Context: an optimization exercise on an open-source flow, tuned for small area. The choices shown serve that exercise and are no tape-out recipe.
In this exercise RTL edits were held to simulation tests only and were not proved equivalent to the original.

Setup of main:
Design autocorrelation_top, start of the top module:
module autocorrelation_top (
    input  logic               iClock,
    input  logic               rst_n,
    input  logic               sample_valid,
    input  acf_pkg::sample_t   sample,
    output logic               coef_valid,
    output acf_pkg::acf_coef_t coef,
    output logic               block_done,
    output logic               overrun
);
==> module autocorrelation_top, before the edit <==
module autocorrelation_top (
    input  logic               iClock,
    input  logic               rst_n,
    input  logic               sample_valid,
    input  acf_pkg::sample_t   sample,
    output logic               coef_valid,
    output acf_pkg::acf_coef_t coef,
    output logic               block_done,
    output logic               overrun
);
    logic [5:0]  count;
    logic        hnew;
    logic        hlast;
    logic [4:0]  keep;
    logic [15:0] x0, x1, x2, x3, x4;
    logic [15:0] xg;
    logic [36:0] accn0, accn1, accn2, accn3, accn4;
    logic [36:0] basen0, basen1, basen2, basen3, basen4;
    logic [36:0] nxtn0, nxtn1, nxtn2, nxtn3, nxtn4;
    logic        snap;
    always_ff @(posedge iClock or negedge rst_n) begin
        if (!rst_n) begin
            count <= '0;
            hnew  <= 1'b0;
            hlast <= 1'b0;
        end else begin
            hnew  <= sample_valid;
            hlast <= sample_valid && (count == 6'd63);
            if (sample_valid) begin
                count <= count + 1'b1;
            end
        end
    end
    always_ff @(posedge iClock) begin
        if (sample_valid) begin
            x0 <= sample;
            x1 <= x0;
            x2 <= x1;
            x3 <= x2;
            x4 <= x3;
        end
    end
    always_ff @(posedge iClock) begin
        for (int k = 0; k < 5; k++) begin
            keep[k] <= !(sample_valid && (count == 6'(k)));
        end
    end
    assign xg     = hnew ? x0 : '0;
    localparam logic [36:0] MASK  = 37'h00_0000_00FF;
    localparam logic [36:0] MASKL = 37'h00_0000_000F;
    assign basen0 = ~((accn0 ^ MASK) & {37{keep[0]}});
    assign basen1 = ~((accn1 ^ MASKL) & {37{keep[1]}});
    assign basen2 = ~((accn2 ^ MASKL) & {37{keep[2]}});
    assign basen3 = ~((accn3 ^ MASKL) & {37{keep[3]}});
    assign basen4 = ~((accn4 ^ MASKL) & {37{keep[4]}});
    assign snap   = hnew && hlast;
    acf_tree_sq  t0 (.x(xg),          .accn(basen0), .accn_next(nxtn0));
    logic [7:0]  b_one, b_two, b_neg;
    logic [16:0] xe;
    assign xe = {xg, 1'b0};
    always_comb begin
        for (int i = 0; i < 8; i++) begin
            b_one[i] = xe[2*i+1] ^ xe[2*i];
            b_two[i] = (xe[2*i+2] & !xe[2*i+1] & !xe[2*i]) | (!xe[2*i+2] & xe[2*i+1] & xe[2*i]);
            b_neg[i] = xe[2*i+2];
        end
    end
    acf_tree_mul t1 (.one(b_one), .two(b_two), .neg(b_neg), .h(x1), .accn(basen1), .accn_next(nxtn1));
    acf_tree_mul t2 (.one(b_one), .two(b_two), .neg(b_neg), .h(x2), .accn(basen2), .accn_next(nxtn2));
    acf_tree_mul t3 (.one(b_one), .two(b_two), .neg(b_neg), .h(x3), .accn(basen3), .accn_next(nxtn3));
    acf_tree_mul t4 (.one(b_one), .two(b_two), .neg(b_neg), .h(x4), .accn(basen4), .accn_next(nxtn4));
    always_ff @(posedge iClock) begin
        accn0 <= nxtn0;
        accn1 <= nxtn1;
        accn2 <= nxtn2;
        accn3 <= nxtn3;
        accn4 <= nxtn4;
    end
    logic [36:0] hn0, hn1, hn2, hn3, hn4;
    logic        busy;
    logic        ld;
    logic        em;
    logic [2:0]  lag;
    logic [5:0]  cnt;
    logic [6:0]  ptr;
    logic [5:0]  p0;
    logic        z0;
    logic        zk;
    logic [7:0]  ebase;
    logic [23:0] rem;
    logic [22:0] q;
    logic        f;
    logic [36:0] cur;
    logic        neg;
    logic [36:0] mag;
    logic [5:0]  lod;
    logic        zero;
    logic        bit_in;
    logic        br;
    logic [25:0] diffn;
    logic [24:0] rem2;
    logic [25:0] diff;
    logic        ge;
    logic [7:0]  expo;
    always_comb begin
        case (lag)
            3'd0:    cur = hn0 ^ MASK;
            3'd1:    cur = hn1 ^ MASKL;
            3'd2:    cur = hn2 ^ MASKL;
            3'd3:    cur = hn3 ^ MASKL;
            default: cur = hn4 ^ MASKL;
        endcase
    end
    assign neg  = (lag != 3'd0) && cur[36];
    assign mag  = neg ? -cur : cur;
    assign zero = (cur == '0);
    always_comb begin
        lod = '0;
        for (int i = 0; i < 37; i++) begin
            if (mag[i]) begin
                lod = 6'(i);
            end
        end
    end
    assign bit_in = (cnt < 6'd24) && !ptr[6] && mag[ptr[5:0]];
    assign rem2   = {rem, br};
    acf_sub sub (.a(rem2), .b(hn0[35:13]), .accn_next(diffn));
    assign diff   = ~diffn;
    assign ge     = !diff[25];
    always_ff @(posedge iClock or negedge rst_n) begin
        if (!rst_n) begin
            busy       <= 1'b0;
            ld         <= 1'b0;
            em         <= 1'b0;
            lag        <= '0;
            coef_valid <= 1'b0;
            block_done <= 1'b0;
            overrun    <= 1'b0;
        end else begin
            coef_valid <= 1'b0;
            block_done <= 1'b0;
            overrun    <= snap && busy;
            if (!busy) begin
                if (snap) begin
                    busy       <= 1'b1;
                    lag        <= '0;
                    ld         <= 1'b1;
                    coef_valid <= 1'b1;
                end
            end else if (ld) begin
                ld <= 1'b0;
            end else if (em) begin
                em <= 1'b0;
                if (lag == 3'd4) begin
                    busy <= 1'b0;
                end else begin
                    lag <= lag + 1'b1;
                    ld  <= 1'b1;
                end
            end else if (lag == 3'd0) begin
                if (hn0[36] || z0) begin
                    lag <= 3'd1;
                    ld  <= 1'b1;
                end
            end else if (cnt == 6'd48 || (cnt == 6'd47 && f)) begin
                em         <= 1'b1;
                coef_valid <= 1'b1;
                block_done <= (lag == 3'd4);
            end
        end
    end
    always_ff @(posedge iClock) begin
        if (!busy && snap) begin
            hn0 <= nxtn0;
        end else if (busy && !ld && !em && lag == 3'd0 && !hn0[36] && !z0) begin
            hn0 <= (((hn0 ^ MASK) << 1) ^ MASK);
        end
        if (!busy && snap) begin
            hn1 <= nxtn1;
            hn2 <= nxtn2;
            hn3 <= nxtn3;
            hn4 <= nxtn4;
        end
        rem <= ld ? '0 : (ge ? diff[23:0] : rem2[23:0]);
        q   <= {q[21:0], ge};
        br  <= !ld && bit_in;
        if (ld) begin
            ptr <= {1'b0, lod};
            cnt <= '0;
            zk    <= zero;
            ebase <= 8'd126 + {2'b00, lod} - {2'b00, p0};
            if (lag == 3'd0) begin
                p0 <= lod;
                z0 <= zero;
            end
        end else begin
            ptr <= ptr - 1'b1;
            cnt <= cnt + 1'b1;
            if (cnt == 6'd24) begin
                f <= ge;
            end
        end
    end
    assign expo = ebase + {7'd0, f};
    always_comb begin
        coef.lag     = {1'b0, lag};
        coef.raw_sum = {{6{neg}}, cur};
        if (lag == 3'd0) begin
            coef.norm = zero ? 32'd0 : 32'h3F80_0000;
        end else if (zk || z0) begin
            coef.norm = '0;
        end else begin
            coef.norm = {neg, expo, q};
        end
    end
endmodule
Settings: LEC_CHECK=0, CAP_MARGIN=20, CORE_MARGIN=2, CORE_UTILIZATION=40, CTS_CLUSTER_DIAMETER=90, CTS_CLUSTER_SIZE=24, SLEW_MARGIN=20, SYNTH_HIERARCHICAL=1, SYNTH_MINIMUM_KEEP_SIZE=0; clock period 7.5 ns.
standard.sh (not shown) runs the stock make flow with config.mk's settings and CLKGATE_MAP_FILE= SYNTH_SCRIPT=/design/flow/synth_recipe.tcl, a recipe that flattens the netlist after the stock synthesis.
==> flow/flow/run.sh <==
#!/bin/bash
# The standard layout (standard.sh: standard synthesis, floorplan, placement,
# CTS, routing, finish), with one change: the port buffers that global placement
# inserts are the smallest buffer cell instead of the flow's default choice.
# make's full output goes to flow.log in the work folder; ORFS keeps each
# step's own log under orfs/logs.
set -euo pipefail
export BUFFER_PORTS_ARGS="-buffer_cell sky130_fd_sc_hd__buf_1"
bash standard.sh > flow.log 2>&1
> inputs changed (main -> the feature branch)
--- a/flow/design.v
+++ b/flow/design.v
@@ -1528,54 +1528,53 @@
     output logic               block_done,
     output logic               overrun
 );
     logic [5:0]  count;
     logic        hnew;
     logic        hlast;
-    logic [4:0]  keep;
+    logic        aclr;
     logic [15:0] x0, x1, x2, x3, x4;
     logic [15:0] xg;
     logic [36:0] accn0, accn1, accn2, accn3, accn4;
     logic [36:0] basen0, basen1, basen2, basen3, basen4;
     logic [36:0] nxtn0, nxtn1, nxtn2, nxtn3, nxtn4;
     logic        snap;
     always_ff @(posedge iClock or negedge rst_n) begin
         if (!rst_n) begin
             count <= '0;
             hnew  <= 1'b0;
             hlast <= 1'b0;
+            aclr  <= 1'b1;
         end else begin
             hnew  <= sample_valid;
             hlast <= sample_valid && (count == 6'd63);
             if (sample_valid) begin
                 count <= count + 1'b1;
             end
+            if (hnew) begin
+                aclr <= hlast;
+            end
         end
     end
     always_ff @(posedge iClock) begin
         if (sample_valid) begin
             x0 <= sample;
-            x1 <= x0;
-            x2 <= x1;
-            x3 <= x2;
-            x4 <= x3;
-        end
-    end
-    always_ff @(posedge iClock) begin
-        for (int k = 0; k < 5; k++) begin
-            keep[k] <= !(sample_valid && (count == 6'(k)));
+            x1 <= (count == 6'd0) ? '0 : x0;
+            x2 <= (count == 6'd0) ? '0 : x1;
+            x3 <= (count == 6'd0) ? '0 : x2;
+            x4 <= (count == 6'd0) ? '0 : x3;
         end
     end
     assign xg     = hnew ? x0 : '0;
     localparam logic [36:0] MASK  = 37'h00_0000_00FF;
     localparam logic [36:0] MASKL = 37'h00_0000_000F;
-    assign basen0 = ~((accn0 ^ MASK) & {37{keep[0]}});
-    assign basen1 = ~((accn1 ^ MASKL) & {37{keep[1]}});
-    assign basen2 = ~((accn2 ^ MASKL) & {37{keep[2]}});
-    assign basen3 = ~((accn3 ^ MASKL) & {37{keep[3]}});
-    assign basen4 = ~((accn4 ^ MASKL) & {37{keep[4]}});
+    assign basen0 = ~((accn0 ^ MASK) & {37{!aclr}});
+    assign basen1 = ~((accn1 ^ MASKL) & {37{!aclr}});
+    assign basen2 = ~((accn2 ^ MASKL) & {37{!aclr}});
+    assign basen3 = ~((accn3 ^ MASKL) & {37{!aclr}});
+    assign basen4 = ~((accn4 ^ MASKL) & {37{!aclr}});
     assign snap   = hnew && hlast;
     acf_tree_sq  t0 (.x(xg),          .accn(basen0), .accn_next(nxtn0));
     logic [7:0]  b_one, b_two, b_neg;
     logic [16:0] xe;
     assign xe = {xg, 1'b0};
     always_comb begin
## What came out
The feature branch completed end to end with timing, DRC and antenna clean. Area taken by flip-flops and latches of the feature branch falls short of that of main slightly. Row amount of wire on met3 after detailed routing: the feature branch lower / main higher. As of the feature branch, total wire length had fallen slightly compared to main. Looking at number of clock buffer instances in the layout, the feature branch sits below main. On final cell count without fillers: the feature branch sits above main. | aggregate global-route resource usage | the feature branch vs main | 0.48 points lower |. main has a higher area growth from synthesis to layout than the feature branch. Core utilization (lower): the feature branch. In the flow results for main and the feature branch, the wire length of the first global-routing pass is smaller on the feature branch.

[afterwards: timing with drivers on the ports]
The flow's constraints put no driver on any port. The routed layouts listed below were extracted and timed again, unchanged, in two steps.
Step 1 sets driving cells, clkbuf_16 on the clock port and buf_2 on the other inputs (assumed; they add their load-dependent delay and slew).
Step 2 adds t to the input delays and takes it off the output delays; t is the mean of the earliest and latest rising clock arrival at the registers after step 1. Input paths then give back, and output paths get back, about the clock's delay inside the block.
a / b / c = ideal ports / drivers / drivers and shift; a / b = the first two.
run | t, ns | setup slack, ns | clock arrival spread, ns
main | 0.726 | 0.264 / 0.183 / 0.601 | 0.052 / 0.053
the feature branch | 0.727 | 0.415 / 0.349 / 0.415 | 0.048 / 0.048
After both steps setup and hold are still met in every run listed.
